This design comes from an exercise in tuning for small area and a short achievable clock period on the open sky130 flow, not from production work.
Where RTL was checked, it was by simulation tests only, not by an equivalence proof against the original.
No activity file was given, so power comes from the tool's default toggle rates.

Design cpu, start of the top module:
module cpu (
  input  logic          clk,
  input  logic          reset,
  output logic [15:0]   bAddr,
  input  logic [15:0]   bMemRead,
  output logic [15:0]   aAddr,
  input  logic [15:0]   aMemRead,
  output logic [15:0]   ifPc,
  output logic [15:0]   ifIr,
  output logic [15:0]   exCalResult,
  output logic [1:0]    exMemControl,
  output logic [3:0]    meRegisterT,
  output logic          meWriteEnable,
  output logic [15:0]   meCalResult,
  output logic          tFlag,
  output logic [175:0]  registerValue
);
For scale: ~1500 cells after synthesis, ~310 flip-flops, ~310 I/O pins, roughly 0.016 mm^2 of cells after synthesis.
export LEC_CHECK = 0
export CAP_MARGIN = 20
export CORE_MARGIN = 2
export CORE_UTILIZATION = 40
export SETUP_SLACK_MARGIN = 3.0
export SLEW_MARGIN = 20
create_clock -name core_clock -period 6.0 [get_ports {clk}]
standard.sh (not shown) runs the stock make flow with config.mk's settings and CLKGATE_MAP_FILE= SYNTH_SCRIPT=/design/flow/synth_recipe.tcl, a recipe that flattens the netlist after the stock synthesis.
==> flow/flow/run.sh <==
#!/bin/bash
# The standard layout, with these changes:
#  - synthesis: flow/my_synth.tcl (abc scripts flow/map.abc for the adder
#    modules, flow/top.abc for the rest; no full/half adder cells);
#  - ports are buffered with the smallest buffer instead of a delay cell;
#  - clock tree synthesis without dummy loads.
# Everything else (floorplan, tap cells, power grid, placement, CTS,
# routing) is the standard flow's own flow, run through standard.sh.
set -euo pipefail
here=$(pwd)
bash standard.sh ADDER_MAP_FILE= SYNTH_SCRIPT="$here/flow/my_synth.tcl" \
  "BUFFER_PORTS_ARGS=-buffer_cell sky130_fd_sc_hd__buf_1" \
  "CTS_ARGS=-sink_clustering_enable -repair_clock_nets -dont_use_dummy_load -buf_list sky130_fd_sc_hd__clkbuf_8" \
  finish > "$here/standard_flow.log" 2>&1
==> flow/flow/map.abc <==
strash
map
topo
stime -c
buffer -c
upsize -c
dnsize -c
==> flow/flow/my_synth.tcl <==
# The standard synthesis script (synth_recipe.tcl) with two changes:
#  - abc maps with flow/map.abc instead of ORFS's speed script;
#  - the adder modules keep their own hierarchy while abc maps, so abc sees
#    each adder alone and keeps it shallow; they are flattened at the end,
#    as synth_recipe.tcl does.
# Flip-flops are mapped before abc and all live in the top module, so the
# registers, their names and cells are those of the standard synthesis.
set ::my_dir [file dirname [file normalize [info script]]]
set ::my_keep_done 0
proc abc {args} {
  set i [lsearch -exact $args -script]
  if { $i < 0 } { yosys abc {*}$args; return }
  set j [expr {$i + 1}]
  # the adders: fastest mapping; the rest: area mapping
  yosys abc {*}[lreplace $args $j $j $::my_dir/map.abc] adder16 addS8
  yosys abc {*}[lreplace $args $j $j $::my_dir/top.abc] cpu
}
proc synth {args} {
  if { !$::my_keep_done } {
    set ::my_keep_done 1
    yosys setattr -mod -set keep_hierarchy 1 adder16 addS8
  }
  yosys synth -nofsm -noshare {*}$args
}
source $::env(SCRIPTS_DIR)/synth.tcl
# left out here: clear keep_hierarchy, flatten, clean up, hide names made inside functions, write 1_2_yosys.v
==> flow/flow/top.abc <==
strash
&get -n
&fraig -x
&put
scorr
dc2
strash
&get -n
&dch -f
&nf
&put
Edit:
--- a/flow/flow/my_synth.tcl
+++ b/flow/flow/my_synth.tcl
@@ -2 +2,3 @@
-#  - abc maps with flow/map.abc instead of ORFS's speed script;
+#  - abc maps the adder modules with flow/map.abc (plain mapping of the
+#    prefix trees as written) and the rest with flow/top.abc (area-leaning),
+#    instead of ORFS's speed script;
@@ -4,2 +6 @@
-#    each adder alone and keeps it shallow; they are flattened at the end,
-#    as synth_recipe.tcl does.
+#    each adder alone; they are flattened at the end, as synth_recipe.tcl does.
@@ -14 +14,0 @@
-  # the adders: fastest mapping; the rest: area mapping
Outcome: The new run completed without violations. First-iteration DRC count stays the same. Total power does not change. Combinational power barely changes. Die area stays the same. Worst hold slack does not change. Count of clock-buffer cells in the layout is unchanged.
Edit:
==> flow/flow/run.sh (replaced) <==
#!/bin/bash
# The standard layout, with three changes:
#  - synthesis maps with flow/map.abc (area-leaning) and without the
#    full/half adder cells (adders stay plain gates for abc);
#  - ports are buffered with the smallest buffer instead of a delay cell;
# everything else (floorplan, tap cells, power grid, placement, CTS,
# routing) is the standard flow's own flow, run through standard.sh.
set -euo pipefail
here=$(pwd)
bash standard.sh ADDER_MAP_FILE= SYNTH_SCRIPT="$here/flow/my_synth.tcl" \
  "BUFFER_PORTS_ARGS=-buffer_cell sky130_fd_sc_hd__buf_1" finish > "$here/standard_flow.log" 2>&1
==> flow/flow/map.abc (replaced) <==
strash
&get -n
&fraig -x
&put
scorr
dc2
strash
dch -f
map
topo
stime -c
buffer -c
upsize -c
dnsize -c
--- a/flow/flow/my_synth.tcl
+++ b/flow/flow/my_synth.tcl
@@ -2,3 +2 @@
-#  - abc maps the adder modules with flow/map.abc (plain mapping of the
-#    prefix trees as written) and the rest with flow/top.abc (area-leaning),
-#    instead of ORFS's speed script;
+#  - abc maps with flow/map.abc instead of ORFS's speed script;
@@ -6 +4,2 @@
-#    each adder alone; they are flattened at the end, as synth_recipe.tcl does.
+#    each adder alone and keeps it shallow; they are flattened at the end,
+#    as synth_recipe.tcl does.
@@ -14,0 +14 @@
+  # the adders: fastest mapping; the rest: area mapping
Critical path depth rose by 21.
Register-to-register slack is worse by 420 ps.
Clock power rose by 48%.
Die area came out lower by 2.9%.
Edit:
==> flow/flow/map.abc (replaced) <==
strash
map
topo
stime -c
buffer -c
upsize -c
dnsize -c
Effect:
- utilization came out lower by 0.99 points
- worst hold slack degrades by 11 ps
- worst setup slack improves by 330 ps
- sequential share of layout area came out lower by 0.43 points
- fmax came out higher by 11%
- via count came out higher by 3.9%
- synthesized cell count came out higher by 4.4%

* * *

Another version of the RTL of cpu (not shown whole).
Size in the first run: ~1500 cells after synthesis, about 310 flip-flops, roughly 310 I/O pins, roughly 15000 um2 of cells after synthesis.
==> flow/config.mk <==
export PLATFORM = sky130hd
export DESIGN_NAME = cpu
export DESIGN_NICKNAME = cpu
export VERILOG_FILES = /design/flow/design.v
export SDC_FILE = /design/flow/constraint.sdc
export NUM_CORES = 4
export LEC_CHECK = 0
export CAP_MARGIN = 20
export CORE_MARGIN = 2
export CORE_UTILIZATION = 50
export SETUP_SLACK_MARGIN = 3.0
export SLEW_MARGIN = 20
==> flow/constraint.sdc <==
create_clock -name core_clock -period 6.0 [get_ports {clk}]
set_input_delay 1.2000 -clock core_clock [delete_from_list [all_inputs] [get_ports {clk}]]
set_output_delay 1.2000 -clock core_clock [all_outputs]
set_load 0.01 [all_outputs]
==> flow/flow/run.sh <==
#!/bin/bash
# The standard layout, with these changes:
#  - synthesis: flow/my_synth.tcl (abc scripts flow/map.abc for the adder
#    modules, flow/top.abc for the rest; no full/half adder cells);
#  - ports are buffered with the smallest buffer instead of a delay cell;
#  - after global placement, flow/split_feedthrough.tcl gives the fetch
#    logic behind each bMemRead input buffer a buffer of its own;
#  - clock tree synthesis without dummy loads, with clkbuf_4 only.
# Everything else (floorplan, tap cells, power grid, placement, CTS,
# routing) is the standard flow's own flow, run through standard.sh.
set -euo pipefail
here=$(pwd)
bash standard.sh ADDER_MAP_FILE= SYNTH_SCRIPT="$here/flow/my_synth.tcl" \
  "BUFFER_PORTS_ARGS=-buffer_cell sky130_fd_sc_hd__buf_1" \
  "POST_GLOBAL_PLACE_TCL=$here/flow/split_feedthrough.tcl" \
  "CTS_ARGS=-sink_clustering_enable -repair_clock_nets -dont_use_dummy_load -sink_clustering_size 20 -buf_list sky130_fd_sc_hd__clkbuf_4" \
  finish > "$here/standard_flow.log" 2>&1
==> flow/flow/map.abc <==
strash
map
topo
stime -c
buffer -c
upsize -c
dnsize -c
Scripts as last shown in full above: flow/flow/top.abc
Other scripts of this flow, unchanged in this note and not shown: flow/flow/my_synth.tcl, flow/flow/split_feedthrough.tcl
Then changed:
==> flow/flow/map.abc (replaced) <==
strash
map
--- a/flow/config.mk
+++ b/flow/config.mk
@@ -9,4 +9,4 @@
 export CORE_MARGIN = 2
-export CORE_UTILIZATION = 50
-export SETUP_SLACK_MARGIN = 3.0
+export CORE_UTILIZATION = 40
+export SETUP_SLACK_MARGIN = 3.1
 export SLEW_MARGIN = 20
Hold slack is worse by 0.018 ns.
Routed wire length increases by 3.1%.
Via count falls by 1.1%.
Setup slack is better by 0.030 ns.
Global-route usage drops by 5.2 points.
Cell area is about the same.
Count of clock-buffer cells in the layout drops by 1.
Cell count rose by 4.4%.
No run of this note included a check of the RTL's function; only the layout flow was run.

-- static timing again, ports no longer ideal --
In the flow no input, the clock included, has a driving cell. The finished layouts below were timed again as built, in two steps. Step 1, drivers: a clkbuf_16 drives clk and a buf_2 each remaining input, both assumed. Step 2 adds t to the input delays and takes it off the output delays; t is the mean of the earliest and latest rising clock arrival at the registers after step 1. Input paths then give back, and output paths get back, about the clock's delay inside the block. Three values: ideal ports, drivers, drivers and shift; two values: the first two.
run | t (ns) | slack for setup (ns) | worst setup path at the end
the first run of note 1 | 0.663 | 3.094 / 3.072 / 2.465 | input to register
the second run of note 1 | 0.663 | 3.094 / 3.072 / 2.465 | input to register
the third run of note 1 | 0.571 | 2.740 / 2.740 / 2.493 | input to register
the fourth run of note 1 | 0.588 | 3.073 / 3.051 / 2.534 | input to register
the first run of note 2 | 0.707 | 3.032 / 3.053 / 2.347 | input to register
the second run of note 2 | 0.803 | 3.062 / 3.040 / 2.328 | input to register
After both steps every run listed still meets setup and hold. The setup slack of the second run of note 2, which loses most, moves by -0.022 ns with the drivers and by -0.734 ns with both steps.
